Context: an optimization exercise on an open-source flow, tuned for small area and a short achievable clock period. The choices shown serve that exercise and are no tape-out recipe.
RTL that was checked went through simulation tests only; none was proved equivalent to the original.
Power and IR drop assume default switching activity.

Setup of old:
==> flow/design.v (excerpt) <==
module program_mem #(
  parameter int ADDR_W = 16,
  parameter int DATA_W = 8,
  parameter int DEPTH  = 256,
  parameter int CNT_W  = $clog2(DEPTH) + 1
) (
  input  logic              clk,
  input  logic              rst_n,
  input  logic              load_start,
  input  logic              load_valid,
  input  logic [DATA_W-1:0] load_data,
  input  logic              load_last,
  output logic              load_ready,
  output logic              load_done,
  output logic              load_ovf,
  output logic [CNT_W-1:0]  load_count,
  input  logic              fetch_req,
  input  logic [ADDR_W-1:0] fetch_addr,
  output logic              fetch_ready,
  output logic              fetch_valid,
  output logic [DATA_W-1:0] fetch_data,
  output logic              fetch_err
);
Size in the first run: about 4500 cells after synthesis, roughly 53 I/O pins.
Settings: LEC_CHECK=0, CAP_MARGIN=20, CORE_MARGIN=2, CORE_UTILIZATION=55, CTS_CLUSTER_DIAMETER=80, CTS_CLUSTER_SIZE=30, SETUP_SLACK_MARGIN=0.9, SLEW_MARGIN=20, SYNTH_HIERARCHICAL=1; clock period 3.0 ns.
run.sh (not shown) runs the stock make flow with config.mk's settings and CLKGATE_MAP_FILE= SYNTH_SCRIPT=/design/flow/synth_recipe.tcl, a recipe that flattens the netlist after the stock synthesis.
old reached the end of the flow, and the finished layout is clean on the timing, design-rule and antenna checks.
Relative to old, the following input files were edited for new:
# old
export LEC_CHECK = 0
export CAP_MARGIN = 20
export CORE_MARGIN = 2
export CORE_UTILIZATION = 55
export CTS_CLUSTER_DIAMETER = 80
export CTS_CLUSTER_SIZE = 30
export SETUP_SLACK_MARGIN = 0.9
export SLEW_MARGIN = 20
export SYNTH_HIERARCHICAL = 1
create_clock -name core_clock -period 3.0 [get_ports {clk}]
# new
export LEC_CHECK = 0
export CAP_MARGIN = 20
export CORE_MARGIN = 2
export CORE_UTILIZATION = 62
export CTS_CLUSTER_DIAMETER = 80
export CTS_CLUSTER_SIZE = 30
export PLACE_DENSITY = 0.72
export SETUP_SLACK_MARGIN = 0.9
export SLEW_MARGIN = 20
export SYNTH_HIERARCHICAL = 1
create_clock -name core_clock -period 3.0 [get_ports {clk}]
Results
- new has completed all stages; timing, DRC and antenna checks passed.
- When new is set beside old, its utilization turns out to be 7.3 points larger.
- Of new and old, the run reporting the higher cell count was old.
- new -> old: final-report max-slew violation count delta 0, exact match
- Diff new..old | clock tree buffer depth | unchanged
- Cell count along the critical path in new vs old: down 1
- When the final numbers for new and old were put side by side, the sequential share of layout area turned out to be greater in new.
- On initial standard-cell utilization of the core: between new and old, it ends up lower for old.
- old -> new: cell count after placement decreased by a few percent
No run of this note included a check of the RTL's function; only the layout flow was run.

* * *

## before
program_mem, a different RTL version from the one above (not shown whole).
For scale: about 5000 cells after synthesis, roughly 53 I/O pins, ~81000 um^2 of cells after synthesis.
Design program_mem, start of the top module:
module program_mem #(
  parameter int ADDR_W = 16,
  parameter int DATA_W = 8,
  parameter int DEPTH  = 256,
  parameter int CNT_W  = $clog2(DEPTH) + 1
) (
  input  logic              clk,
  input  logic              rst_n,
  input  logic              load_start,
  input  logic              load_valid,
  input  logic [DATA_W-1:0] load_data,
  input  logic              load_last,
  output logic              load_ready,
  output logic              load_done,
  output logic              load_ovf,
  output logic [CNT_W-1:0]  load_count,
  input  logic              fetch_req,
  input  logic [ADDR_W-1:0] fetch_addr,
  output logic              fetch_ready,
  output logic              fetch_valid,
  output logic [DATA_W-1:0] fetch_data,
  output logic              fetch_err
);
make LEC_CHECK=0 CAP_MARGIN=20 CORE_MARGIN=2 CORE_UTILIZATION=60 SETUP_SLACK_MARGIN=0.9 SLEW_MARGIN=20 finish   # period 3.0 ns
As the logs show, before stopped at 5_1_grt after a tool error, so it never reached the end of the flow.
### before -> after
Settings: a change of SETUP_SLACK_MARGIN from 0.9 to 1.2.
Results
- The flow ended early for after: it failed with a tool error in 5_1_grt.
- before has higher worst slack at placement than after.
- Starting utilization of the core area came out exactly the same in after and before.
- before -> after: post-detailed-placement cell area flat
- Status: arithmetic-cell share of the synthesized area counting full adders, half adders and majority gates parity (after, before)
No functional check of the RTL was part of any run of this note.

* * *

Another version of the RTL of program_mem (not shown whole).
For scale: roughly 2100 flip-flops, ~0.079 mm² of cells after synthesis.
export LEC_CHECK = 0
export CAP_MARGIN = 20
export CORE_MARGIN = 2
export CORE_UTILIZATION = 50
export CTS_CLUSTER_DIAMETER = 80
export CTS_CLUSTER_SIZE = 30
export SETUP_SLACK_MARGIN = 1.0
export SLEW_MARGIN = 20
export SYNTH_HIERARCHICAL = 1
create_clock -name core_clock -period 3.0 [get_ports {clk}]
==> next run, changes <==
CORE_UTILIZATION = 55   (was 50)
=>
- The changed run went through all stages and came out clean
- synthesized area stays the same
- clock power shrinks by a few percent
- power shrinks by a few percent
- critical path depth shrinks by 2
- count of clock-buffer cells in the layout grows by 2
- non-clock buffer count shrinks by 24
- combinational power shrinks by a few percent
- sequential cell count stays the same
- global-route usage grows by 3.3 points
- fmax grows by a few percent
- clock skew shrinks by 0.014 ns
==> next run, changes <==
CORE_UTILIZATION = 52   (was 55)
What happened: The new run finished clean. Area after synthesis stays the same. First-iteration DRC count decreases by 15%. Via count is about the same. Setup slack gains 0.018 ns. Non-clock buffer count is higher by 39. Register-to-register slack improves by 0.02 ns.

* * *

The RTL this note starts from:
==> flow/design.v <==
module program_mem #(
  parameter int ADDR_W = 16,
  parameter int DATA_W = 8,
  parameter int DEPTH  = 256,
  parameter int CNT_W  = $clog2(DEPTH) + 1
) (
  input  logic              clk,
  input  logic              rst_n,
  input  logic              load_start,
  input  logic              load_valid,
  input  logic [DATA_W-1:0] load_data,
  input  logic              load_last,
  output logic              load_ready,
  output logic              load_done,
  output logic              load_ovf,
  output logic [CNT_W-1:0]  load_count,
  input  logic              fetch_req,
  input  logic [ADDR_W-1:0] fetch_addr,
  output logic              fetch_ready,
  output logic              fetch_valid,
  output logic [DATA_W-1:0] fetch_data,
  output logic              fetch_err
);
  logic              st_load;
  logic              st_run;
  logic [7:0]        wr_ptr;
  logic [7:0]        mem [256];
  logic              xfer;
  logic              ptr_at_end;
  logic              load_end;
  logic              start_load;
  logic              fetch_acc;
  logic              in_range;
  logic [15:0]       lo_n;
  logic [15:0]       hi_n;
  logic [255:0]      sel;
  logic [7:0]        rd_a;
  logic [7:0]        rd_b;
  assign xfer       = load_valid && st_load;
  assign ptr_at_end = &wr_ptr;
  assign load_end   = xfer && (load_last || ptr_at_end);
  assign start_load = load_start && !st_load;
  assign fetch_acc  = fetch_req && st_run;
  assign in_range   = ~|fetch_addr[15:8];
  assign load_ready  = st_load;
  assign fetch_ready = st_run;
  always_ff @(posedge clk or negedge rst_n) begin
    if (!rst_n) begin
      st_load    <= 1'b0;
      st_run     <= 1'b0;
      wr_ptr     <= '0;
      load_count <= '0;
      load_ovf   <= 1'b0;
      load_done  <= 1'b0;
    end else begin
      load_done <= load_end;
      if (st_load) begin
        st_load <= !load_end;
        st_run  <= load_end;
      end else if (load_start) begin
        st_load <= 1'b1;
        st_run  <= 1'b0;
      end
      if (start_load) begin
        wr_ptr     <= '0;
        load_count <= '0;
        load_ovf   <= 1'b0;
      end else if (xfer) begin
        wr_ptr <= wr_ptr + 1'b1;
        if (!load_count[8]) load_count <= load_count + 1'b1;
        if (!load_last && ptr_at_end) load_ovf <= 1'b1;
      end
    end
  end
  always_ff @(posedge clk) begin
    if (xfer) mem[wr_ptr] <= load_data;
  end
  pm_predec u_lo (.a(fetch_addr[3:0]), .y_n(lo_n));
  pm_predec u_hi (.a(fetch_addr[7:4]), .y_n(hi_n));
  for (genvar i = 0; i < 256; i++) begin : g_sel
    pm_nor2 u_sel (.a(lo_n[i % 16]), .b(hi_n[i / 16]), .y(sel[i]));
  end
  for (genvar b = 0; b < 8; b++) begin : g_bit
    logic [255:0] col;
    for (genvar i = 0; i < 256; i++) begin : g_col
      assign col[i] = mem[i][b];
    end
    pm_or256 u_or (.sel(sel), .d(col), .y_a(rd_a[b]), .y_b(rd_b[b]));
  end
  always_ff @(posedge clk or negedge rst_n) begin
    if (!rst_n) begin
      fetch_valid <= 1'b0;
      fetch_data  <= '0;
      fetch_err   <= 1'b0;
    end else begin
      fetch_valid <= fetch_acc;
      if (fetch_acc) begin
        fetch_data <= (rd_a | rd_b) & {8{in_range}};
        fetch_err  <= !in_range;
      end
    end
  end
endmodule
module pm_predec (
  input  logic [3:0]  a,
  output logic [15:0] y_n
);
  always_comb begin
    for (int i = 0; i < 16; i++) y_n[i] = (a != 4'(i));
  end
endmodule
module pm_or256 (
  input  logic [255:0] sel,
  input  logic [255:0] d,
  output logic         y_a,
  output logic         y_b
);
  logic [127:0] t1;   
  logic [31:0]  t2;   
  logic [7:0]   t3;   
  for (genvar i = 0; i < 128; i++) begin : g_l1
    pm_aoi22 u (.a0(sel[2*i]), .b0(d[2*i]), .a1(sel[2*i+1]), .b1(d[2*i+1]), .y(t1[i]));
  end
  for (genvar i = 0; i < 32; i++) begin : g_l2
    pm_nand4 u (.a(t1[4*i]), .b(t1[4*i+1]), .c(t1[4*i+2]), .d(t1[4*i+3]), .y(t2[i]));
  end
  for (genvar i = 0; i < 8; i++) begin : g_l3
    pm_nor4 u (.a(t2[4*i]), .b(t2[4*i+1]), .c(t2[4*i+2]), .d(t2[4*i+3]), .y(t3[i]));
  end
  pm_nand4 u_a (.a(t3[0]), .b(t3[1]), .c(t3[2]), .d(t3[3]), .y(y_a));
  pm_nand4 u_b (.a(t3[4]), .b(t3[5]), .c(t3[6]), .d(t3[7]), .y(y_b));
endmodule
module pm_aoi22 (
  input  logic a0, b0, a1, b1,
  output logic y
);
  assign y = !((a0 && b0) || (a1 && b1));
endmodule
module pm_nand4 (
  input  logic a, b, c, d,
  output logic y
);
  assign y = !(a && b && c && d);
endmodule
module pm_nor4 (
  input  logic a, b, c, d,
  output logic y
);
  assign y = !(a || b || c || d);
endmodule
module pm_nor2 (
  input  logic a, b,
  output logic y
);
  assign y = !(a || b);
endmodule
clock: 3.0 ns
lec_check: 0
abc_clock_period_in_ps: 1500
cap_margin: 20
core_margin: 2
core_utilization: 50
setup_slack_margin: 1.0
slew_margin: 20
synth_hierarchical: 1
The first run passed the timing, design-rule and antenna checks.
Then changed:
- CTS_CLUSTER_DIAMETER: not set -> 80
- CTS_CLUSTER_SIZE: not set -> 30
The new run passed the timing, design-rule and antenna checks. Wire length increases by about 0.37%. Clock-buffer cell count went down by 156. Register-to-register slack gets better by 50 ps. Worst setup slack is worse by 46 ps. Die area is unchanged. Global-route usage is lower by 0.16 points. Core utilization goes down by 1.7 points. Maximum frequency is lower by about 1.7%.
No functional check of the RTL was part of any run of this note.

## separate check: timing with driven ports
In the flow no input, the clock included, has a driving cell. The finished layouts below were timed again as built, in two steps. Step 1 assumes that a clkbuf_16 drives the clock port and a buf_2 every other input. Step 2 also shifts input and output timing later by t, the mid clock arrival at the registers, as if the neighbouring blocks saw the same clock. Three values: ideal, step 1, step 2; two values: the first two.
run	shift t [ns]	slack for setup (ns)	hold slack, ns	worst register clock-pin slew, ns	cell pins on the clock port's net
old	0.821	0.655 / 0.694 / -0.127	0.219 / 0.179 / 0.493	0.12 / 0.12	1
new	0.796	0.635 / 0.643 / -0.153	0.142 / 0.114 / 0.504	0.12 / 0.12	1
the first run of note 3	0.839	0.586 / 0.475 / -0.363	0.173 / 0.133 / 0.549	0.12 / 0.12	1
the second run of note 3	0.823	0.706 / 0.498 / -0.325	0.246 / 0.210 / 0.510	0.12 / 0.12	1
the third run of note 3	0.826	0.724 / 0.542 / -0.284	0.283 / 0.234 / 0.507	0.12 / 0.12	1
the first run of note 4	0.904	0.309 / 0.334 / -0.570	0.093 / 0.032 / 0.494	0.06 / 0.06	1
the second run of note 4	0.837	0.264 / 0.295 / -0.541	0.176 / 0.109 / 0.505	0.12 / 0.12	1
Met with ideal ports but missed after step 2: setup timing in every run listed. For the second run of note 3, which loses most, drivers alone change the setup slack by -0.208 ns; drivers and shift together by -1.031 ns.
